Source: an optimization exercise on an open RTL-to-GDS flow (aim: small area, a short achievable clock period and few clock cycles). Production flows keep margins and buffers that such runs may drop.
RTL that was checked went through simulation tests only; none was proved equivalent to the original.
The clock port is modelled as an ideal driver, which makes a skipped or thinned clock tree look cheaper than it is; a real chip needs a root buffer or a tree.
Power is estimated from default activity; no workload was simulated.

== job 7362 ==
==> flow/design.v (excerpt) <==
module echoPortalTop (
  input  logic                  CLK,
  input  logic                  RST_N,
  input  logic                  sinkBeat,
  input  logic [32-1:0] sinkData,
  input  logic                  sinkLast,
  output logic                  sinkReady,
  input  logic                  sourceBeat,
  output logic                  sourceValid,
  output logic [32-1:0] sourceData,
  output logic                  sourceLast,
  output logic                  badPortal
);
  localparam int D = 4;    
  localparam int M = 3;    
  localparam logic [1:0] C_ECHO = 2'd0, C_SWAP = 2'd1, C_SUM = 2'd2, C_ERR = 2'd3;
  localparam int SEG = 8;                   
  localparam int NS  = 32 / SEG;     
  logic          inHdr;      
  logic          pend;       
  logic [2:0]    cnt;        
  logic          curBad;     
  logic [1:0]    curCls;     
  logic [1:0]    hdrCls;
  logic          taken, keepSt, commit, endEv, push;
  logic [2:0]    pushK;
  logic [32-1:0] mem [D];
  logic [D-1:0]  wrOH;       
  logic [D-1:0]  wrSel;      
  logic [D-1:0]  rdOH;       
  logic [D-1:0]  occT;       
  logic          pop;
  logic [1:0]    mCls [M];
  logic [2:0]    mK   [M];
  logic [M-1:0]  mWrOH, mRdOH;
  logic [M-1:0]  mOccT;      
  logic          mPop, qPush;
  always_comb begin
    case (sinkData[23:16])
      8'h00: hdrCls = C_ECHO;
      8'h01: hdrCls = C_SWAP;
      8'h02:  hdrCls = C_SUM;
      default:      hdrCls = C_ERR;
    endcase
  end
  assign taken  = sinkBeat && sinkReady;
  assign keepSt = !inHdr && !cnt[2] && !curBad && (curCls != C_ERR);
  assign commit = taken && keepSt;
  assign endEv  = pend || (taken && sinkLast && !inHdr);
  assign push   = endEv && !curBad;
  ...
==> flow/config.mk <==
export PLATFORM = sky130hd
export DESIGN_NAME = echoPortalTop
export DESIGN_NICKNAME = echoPortalTop
export VERILOG_FILES = /design/flow/design.v
export SDC_FILE = /design/flow/constraint.sdc
export NUM_CORES = 4
export LEC_CHECK = 0
export CAP_MARGIN = 20
export CORE_MARGIN = 2
export CORE_UTILIZATION = 40
export CTS_BUF_LIST = sky130_fd_sc_hd__clkbuf_4
export CTS_CLUSTER_DIAMETER = 50
export CTS_CLUSTER_SIZE = 10
export SETUP_SLACK_MARGIN = 5
export SLEW_MARGIN = 20
==> flow/constraint.sdc <==
create_clock -name core_clock -period 8.5 [get_ports {CLK}]
set_input_delay 1.7000 -clock core_clock [delete_from_list [all_inputs] [get_ports {CLK}]]
set_output_delay 1.7000 -clock core_clock [all_outputs]
set_load 0.01 [all_outputs]
standard.sh (not shown) runs the stock make flow with config.mk's settings and CLKGATE_MAP_FILE= SYNTH_SCRIPT=/design/flow/synth_recipe.tcl, a recipe that flattens the netlist after the stock synthesis.
==> flow/flow/run.sh <==
#!/bin/bash
# Standard layout, with faster port buffers and a tighter setup target for repair.
set -o pipefail
bash standard.sh SETUP_SLACK_MARGIN=5.6 "BUFFER_PORTS_ARGS=-buffer_cell sky130_fd_sc_hd__buf_2" finish > standard.log 2>&1
No stage failed in job 7362, and the final checks on the layout all came back clean.
Testbench counts of job 7362, summed over its fixed seeds: cycles 7,470.
Inputs modified between job 7362 and job 1008:
-- flow/config.mk --
<<< job 7362, line 9
export CORE_MARGIN = 2
export CORE_UTILIZATION = 40
export CTS_BUF_LIST = sky130_fd_sc_hd__clkbuf_4
export CTS_CLUSTER_DIAMETER = 50
export CTS_CLUSTER_SIZE = 10
export SETUP_SLACK_MARGIN = 5
export SLEW_MARGIN = 20
>>> job 1008, line 9
export CORE_MARGIN = 2
export CORE_UTILIZATION = 40
export SETUP_SLACK_MARGIN = 5
export SLEW_MARGIN = 20
Findings:
- Timing, DRC, antenna: 0 failures across job 1008 and job 7362
- Between job 7362 and job 1008, the placed cell area figures differ only marginally.
- Job 1008 vs job 7362, power share of the combinational group went down by 3.7 points.
- Compared with job 7362, in job 1008 first-pass GRT wire length saw little to no change, utilization saw an increase, post-layout net count saw a decrease.
- Job 1008 leaves more setup margin than job 7362.
- Internal power summed over all cells went up by more than 10% going from job 7362 to job 1008.
- Comparing job 7362 against job 1008, there is no change at all in post-synthesis mux area share.
- Number of iterations in the first detailed-routing pass | job 1008 below job 7362
- Summary: routed wire length, job 1008 better than job 7362


ember:
echoPortalTop, a different RTL version from the one above (not shown whole).
Size: roughly 950 cells after synthesis, ~250 flip-flops, roughly 73 I/O pins.
Design echoPortalTop, start of the top module:
module echoPortalTop (
  input  logic                  CLK,
  input  logic                  RST_N,
  input  logic                  sinkBeat,
  input  logic [32-1:0] sinkData,
  input  logic                  sinkLast,
  output logic                  sinkReady,
  input  logic                  sourceBeat,
  output logic                  sourceValid,
  output logic [32-1:0] sourceData,
  output logic                  sourceLast,
  output logic                  badPortal
);
==> flow/config.mk <==
export PLATFORM = sky130hd
export DESIGN_NAME = echoPortalTop
export DESIGN_NICKNAME = echoPortalTop
export VERILOG_FILES = /design/flow/design.v
export SDC_FILE = /design/flow/constraint.sdc
export NUM_CORES = 4
export LEC_CHECK = 0
export CAP_MARGIN = 20
export CORE_MARGIN = 2
export CORE_UTILIZATION = 40
export SETUP_SLACK_MARGIN = 5
export SLEW_MARGIN = 20
==> flow/constraint.sdc <==
create_clock -name core_clock -period 8.5 [get_ports {CLK}]
set_input_delay 1.7000 -clock core_clock [delete_from_list [all_inputs] [get_ports {CLK}]]
set_output_delay 1.7000 -clock core_clock [all_outputs]
set_load 0.01 [all_outputs]
==> flow/flow/run.sh <==
#!/bin/bash
set -o pipefail
bash standard.sh SETUP_SLACK_MARGIN=5.85 \
  "BUFFER_PORTS_ARGS=-buffer_cell sky130_fd_sc_hd__buf_2" \
  "PRE_CTS_TCL=$PWD/flow/clock_tree.tcl" \
  finish > standard.log 2>&1
Other scripts of this flow, unchanged in this note and not shown: flow/flow/clock_tree.tcl
Input changes introduced in harbor (baseline for comparison: ember):
==> flow/flow/run.sh <==
#!/bin/bash
set -o pipefail
bash standard.sh SETUP_SLACK_MARGIN=5.7 \
  "BUFFER_PORTS_ARGS=-buffer_cell sky130_fd_sc_hd__buf_2" \
  "PRE_CTS_TCL=$PWD/flow/clock_tree.tcl" \
  finish > standard.log 2>&1
| portion of total power attributed to combinational logic | harbor vs ember | 0.4 points lower |. When harbor is measured against ember, its global-route wire length before repair turns out 1.3% lower. Number of detailed-routing iterations run before antenna repair: harbor and ember compared, higher one is harbor. ember -> harbor: adder and majority cell fraction of the synthesized area delta 0, exact match.
For cedar, these inputs were changed with respect to harbor:
==> flow/flow/run.sh <==
#!/bin/bash
set -o pipefail
bash standard.sh SETUP_SLACK_MARGIN=5.5 \
  "BUFFER_PORTS_ARGS=-buffer_cell sky130_fd_sc_hd__buf_2" \
  "PRE_CTS_TCL=$PWD/flow/clock_tree.tcl" \
  finish > standard.log 2>&1
### Flow results
- Compared with harbor, in cedar average vias per placed instance down 0.96%; clock skew flat; via count down 1.8%.
- harbor tops out at a higher clock frequency than cedar.
- Against harbor as the reference, cedar delivers a higher proportion of cell area occupied by registers.
- Compared with harbor, final cell count in cedar decreased slightly.
- Relative to harbor, cell area after layout has decreased by 310 µm² in cedar.
Function was not checked in any run of this note: the RTL went through the layout flow alone. No run of this note takes its clock network from TritonCTS; it comes from the design's own scripts or RTL.


echoPortalTop, a different RTL version from the one above (not shown whole).
Size: roughly 940 cells after synthesis, ~250 flip-flops, ~12000 µm² of cells after synthesis.
==> flow/config.mk <==
export PLATFORM = sky130hd
export DESIGN_NAME = echoPortalTop
export DESIGN_NICKNAME = echoPortalTop
export VERILOG_FILES = /design/flow/design.v
export SDC_FILE = /design/flow/constraint.sdc
export NUM_CORES = 4
export LEC_CHECK = 0
export CAP_MARGIN = 20
export CORE_MARGIN = 2
export CORE_UTILIZATION = 40
export SETUP_SLACK_MARGIN = 5
export SLEW_MARGIN = 20
==> flow/constraint.sdc <==
create_clock -name core_clock -period 8.5 [get_ports {CLK}]
set_input_delay 1.7000 -clock core_clock [delete_from_list [all_inputs] [get_ports {CLK}]]
set_output_delay 1.7000 -clock core_clock [all_outputs]
set_load 0.01 [all_outputs]
==> flow/flow/run.sh <==
#!/bin/bash
set -o pipefail
bash standard.sh SETUP_SLACK_MARGIN=5.75 \
  "BUFFER_PORTS_ARGS=-buffer_cell sky130_fd_sc_hd__buf_2" \
  "PRE_CTS_TCL=$PWD/flow/clock_tree.tcl" \
  "CTS_ARGS=-clk_nets CLK" \
  finish > standard.log 2>&1
==> flow/flow/clock_tree.tcl <==
# Two-level clock tree: the clock port drives one root buffer, which drives NL leaf buffers, each
# placed at the centre of a group of flip-flops cut from the placement by
# median splits; each leaf drives its group's clock pins.
proc split_groups {pins n} {
  # pins: list of {x y iterm}; returns n groups, splitting the largest group
  # at its median along its longer side until there are n
  set groups [list $pins]
  while {[llength $groups] < $n} {
    set bi 0
    for {set i 1} {$i < [llength $groups]} {incr i} {
      if {[llength [lindex $groups $i]] > [llength [lindex $groups $bi]]} { set bi $i }
    }
    set g [lindex $groups $bi]
    set xs [lmap p $g {lindex $p 0}]
    set ys [lmap p $g {lindex $p 1}]
    set w [expr {[tcl::mathfunc::max {*}$xs] - [tcl::mathfunc::min {*}$xs]}]
    set h [expr {[tcl::mathfunc::max {*}$ys] - [tcl::mathfunc::min {*}$ys]}]
    set axis [expr {$w >= $h ? 0 : 1}]
    set s [lsort -integer -index $axis $g]
    set half [expr {[llength $s] / 2}]
    set groups [lreplace $groups $bi $bi [lrange $s 0 [expr {$half - 1}]] [lrange $s $half end]]
  }
  return $groups
}
proc mk_clock_tree {nl bufname rootname} {
  set db [ord::get_db]
  set block [ord::get_db_block]
  set clk [$block findNet CLK]
  set master [$db findMaster $bufname]
  set pins {}
  foreach it [$clk getITerms] {
    set inst [$it getInst]
    set bb [$inst getBBox]
    lappend pins [list [expr {([$bb xMin] + [$bb xMax]) / 2}] [expr {([$bb yMin] + [$bb yMax]) / 2}] $it]
  }
  set groups [split_groups $pins $nl]
  # root buffer at the centre of all the clock pins, driven by the port
  set sx 0; set sy 0
  foreach p $pins { incr sx [lindex $p 0]; incr sy [lindex $p 1] }
  set root [odb::dbInst_create $block [$db findMaster $rootname] "clkroot"]
  $root setLocation [expr {$sx / [llength $pins]}] [expr {$sy / [llength $pins]}]
  $root setPlacementStatus PLACED
  set rnet [odb::dbNet_create $block "clknet_root"]
  $rnet setSigType CLOCK
  [$root findITerm A] connect $clk
  [$root findITerm X] connect $rnet
  foreach t [$root getITerms] { if {[[$t getMTerm] getSigType] eq "POWER"} { $t connect [$block findNet VDD] } elseif {[[$t getMTerm] getSigType] eq "GROUND"} { $t connect [$block findNet VSS] } }
  set i 0
  foreach g $groups {
    set sx 0; set sy 0
    foreach p $g { incr sx [lindex $p 0]; incr sy [lindex $p 1] }
    set cx [expr {$sx / [llength $g]}]; set cy [expr {$sy / [llength $g]}]
    set inst [odb::dbInst_create $block $master "clkleaf_$i"]
    $inst setLocation $cx $cy
    $inst setPlacementStatus PLACED
    set net [odb::dbNet_create $block "clknet_leaf_$i"]
    $net setSigType CLOCK
    foreach p $g {
      set it [lindex $p 2]
      $it disconnect
      $it connect $net
    }
    [$inst findITerm A] connect $rnet
    [$inst findITerm X] connect $net
    foreach t [$inst getITerms] { if {[[$t getMTerm] getSigType] eq "POWER"} { $t connect [$block findNet VDD] } elseif {[[$t getMTerm] getSigType] eq "GROUND"} { $t connect [$block findNet VSS] } }
    incr i
  }
}

mk_clock_tree 12 sky130_fd_sc_hd__clkbuf_16 sky130_fd_sc_hd__clkbuf_16
Testbench counts at the start, summed over its fixed seeds: cycles 7,454.
Next try:
==> flow/flow/run.sh (replaced) <==
#!/bin/bash
set -o pipefail
bash standard.sh SETUP_SLACK_MARGIN=5.9 \
  "BUFFER_PORTS_ARGS=-buffer_cell sky130_fd_sc_hd__buf_2" \
  "PRE_CTS_TCL=$PWD/flow/clock_tree.tcl" \
  "CTS_ARGS=-clk_nets CLK" \
  finish > standard.log 2>&1
--- a/flow/flow/clock_tree.tcl
+++ b/flow/flow/clock_tree.tcl
@@ -1,23 +1,18 @@
 # Two-level clock tree: the clock port drives one root buffer, which drives NL leaf buffers, each
 # placed at the centre of a group of flip-flops cut from the placement by
-# median splits; each leaf drives its group's clock pins.
+# alternate x/y median splits; each leaf drives its group's clock pins.
 proc split_groups {pins n} {
-  # pins: list of {x y iterm}; returns n groups, splitting the largest group
-  # at its median along its longer side until there are n
+  # pins: list of {x y iterm}; returns n groups
   set groups [list $pins]
+  set axis 0
   while {[llength $groups] < $n} {
-    set bi 0
-    for {set i 1} {$i < [llength $groups]} {incr i} {
-      if {[llength [lindex $groups $i]] > [llength [lindex $groups $bi]]} { set bi $i }
+    set ng {}
+    foreach g $groups {
+      set s [lsort -integer -index $axis $g]
+      set h [expr {[llength $s] / 2}]
+      lappend ng [lrange $s 0 [expr {$h - 1}]] [lrange $s $h end]
     }
-    set g [lindex $groups $bi]
-    set xs [lmap p $g {lindex $p 0}]
-    set ys [lmap p $g {lindex $p 1}]
-    set w [expr {[tcl::mathfunc::max {*}$xs] - [tcl::mathfunc::min {*}$xs]}]
-    set h [expr {[tcl::mathfunc::max {*}$ys] - [tcl::mathfunc::min {*}$ys]}]
-    set axis [expr {$w >= $h ? 0 : 1}]
-    set s [lsort -integer -index $axis $g]
-    set half [expr {[llength $s] / 2}]
-    set groups [lreplace $groups $bi $bi [lrange $s 0 [expr {$half - 1}]] [lrange $s $half end]]
+    set groups $ng
+    set axis [expr {1 - $axis}]
   }
   return $groups
@@ -68,3 +63,3 @@
 }
 
-mk_clock_tree 12 sky130_fd_sc_hd__clkbuf_16 sky130_fd_sc_hd__clkbuf_16
+mk_clock_tree 8 sky130_fd_sc_hd__clkbuf_16 sky130_fd_sc_hd__clkbuf_16
=> Clock skew is lower by 0.023 ns. Power is about the same. Cell count came out higher by 1.7%. Worst setup slack improves by 0.0030 ns. Routed wire length went up by 2.0%. Design area came out higher by 3.5%.
Next try:
==> flow/flow/run.sh (replaced) <==
#!/bin/bash
set -o pipefail
bash standard.sh SETUP_SLACK_MARGIN=5.75 \
  "BUFFER_PORTS_ARGS=-buffer_cell sky130_fd_sc_hd__buf_2" \
  "PRE_CTS_TCL=$PWD/flow/clock_tree.tcl" \
  "CTS_ARGS=-clk_nets CLK" \
  finish > standard.log 2>&1
--- a/flow/flow/clock_tree.tcl
+++ b/flow/flow/clock_tree.tcl
@@ -63,3 +63,3 @@
 }
 
-mk_clock_tree 8 sky130_fd_sc_hd__clkbuf_16 sky130_fd_sc_hd__clkbuf_16
+mk_clock_tree 16 sky130_fd_sc_hd__clkbuf_16 sky130_fd_sc_hd__clkbuf_16
- CORE_UTILIZATION: 40 -> 55
After rerunning: Wire length stays flat. Cell area decreases slightly. Setup slack gets worse by 0.017 ns. Sequential power stays flat. Combinational power is about the same. Clock power increases by a quarter to a third. Final cell count fell by a little under a tenth. Hold slack gets worse by 0.026 ns.
Next try:
- CORE_UTILIZATION: 55 -> 40
Effect: Sequential share of layout area rose by 0.52 points; wire length shrinks by 1.2%; final area falls by 0.93%; power fell by 0.94%; critical path depth does not change; global-route usage drops by 6.9 points; worst hold slack barely changes; area after synthesis does not change.

[port drivers added, routing unchanged]
In the flow no input, the clock included, has a driving cell. The finished layouts below were timed again as built, in two steps. Step 1 assumes that a clkbuf_16 drives the clock port and a buf_2 every other input. Step 2 moves the port delays by t, midway between the first and last clock arrival at a register: inputs arrive t later, outputs are due t later. That takes back most of the time a late clock gives input paths. Slacks: ideal ports / drivers / drivers and shift; pairs: ideal ports / drivers.
run	shift t [ns]	setup slack, ns	worst hold slack (ns)	worst register clock-pin slew, ns
job 7362	0.666	5.622 / 5.579 / 5.070	0.487 / 0.487 / 0.487	0.12 / 0.12
job 1008	0.589	5.715 / 5.668 / 5.187	0.479 / 0.479 / 0.479	0.06 / 0.06
ember	0.398	5.752 / 5.653 / 5.577	0.453 / 0.453 / 0.453	0.08 / 0.08
harbor	0.399	5.757 / 5.666 / 5.603	0.468 / 0.468 / 0.468	0.08 / 0.08
cedar	0.395	5.650 / 5.555 / 5.472	0.469 / 0.469 / 0.469	0.07 / 0.07
the first run of note 3	0.491	5.785 / 5.741 / 5.446	0.493 / 0.493 / 0.493	0.12 / 0.12
the second run of note 3	0.450	5.788 / 5.744 / 5.502	0.501 / 0.501 / 0.501	0.12 / 0.12
the third run of note 3	0.514	5.771 / 5.728 / 5.454	0.475 / 0.475 / 0.475	0.08 / 0.08
the fourth run of note 3	0.512	5.800 / 5.756 / 5.420	0.476 / 0.476 / 0.476	0.08 / 0.08
After both steps setup and hold are still met in every run listed. The setup slack of job 7362, which loses most, moves by -0.043 ns with the drivers and by -0.552 ns with both steps.
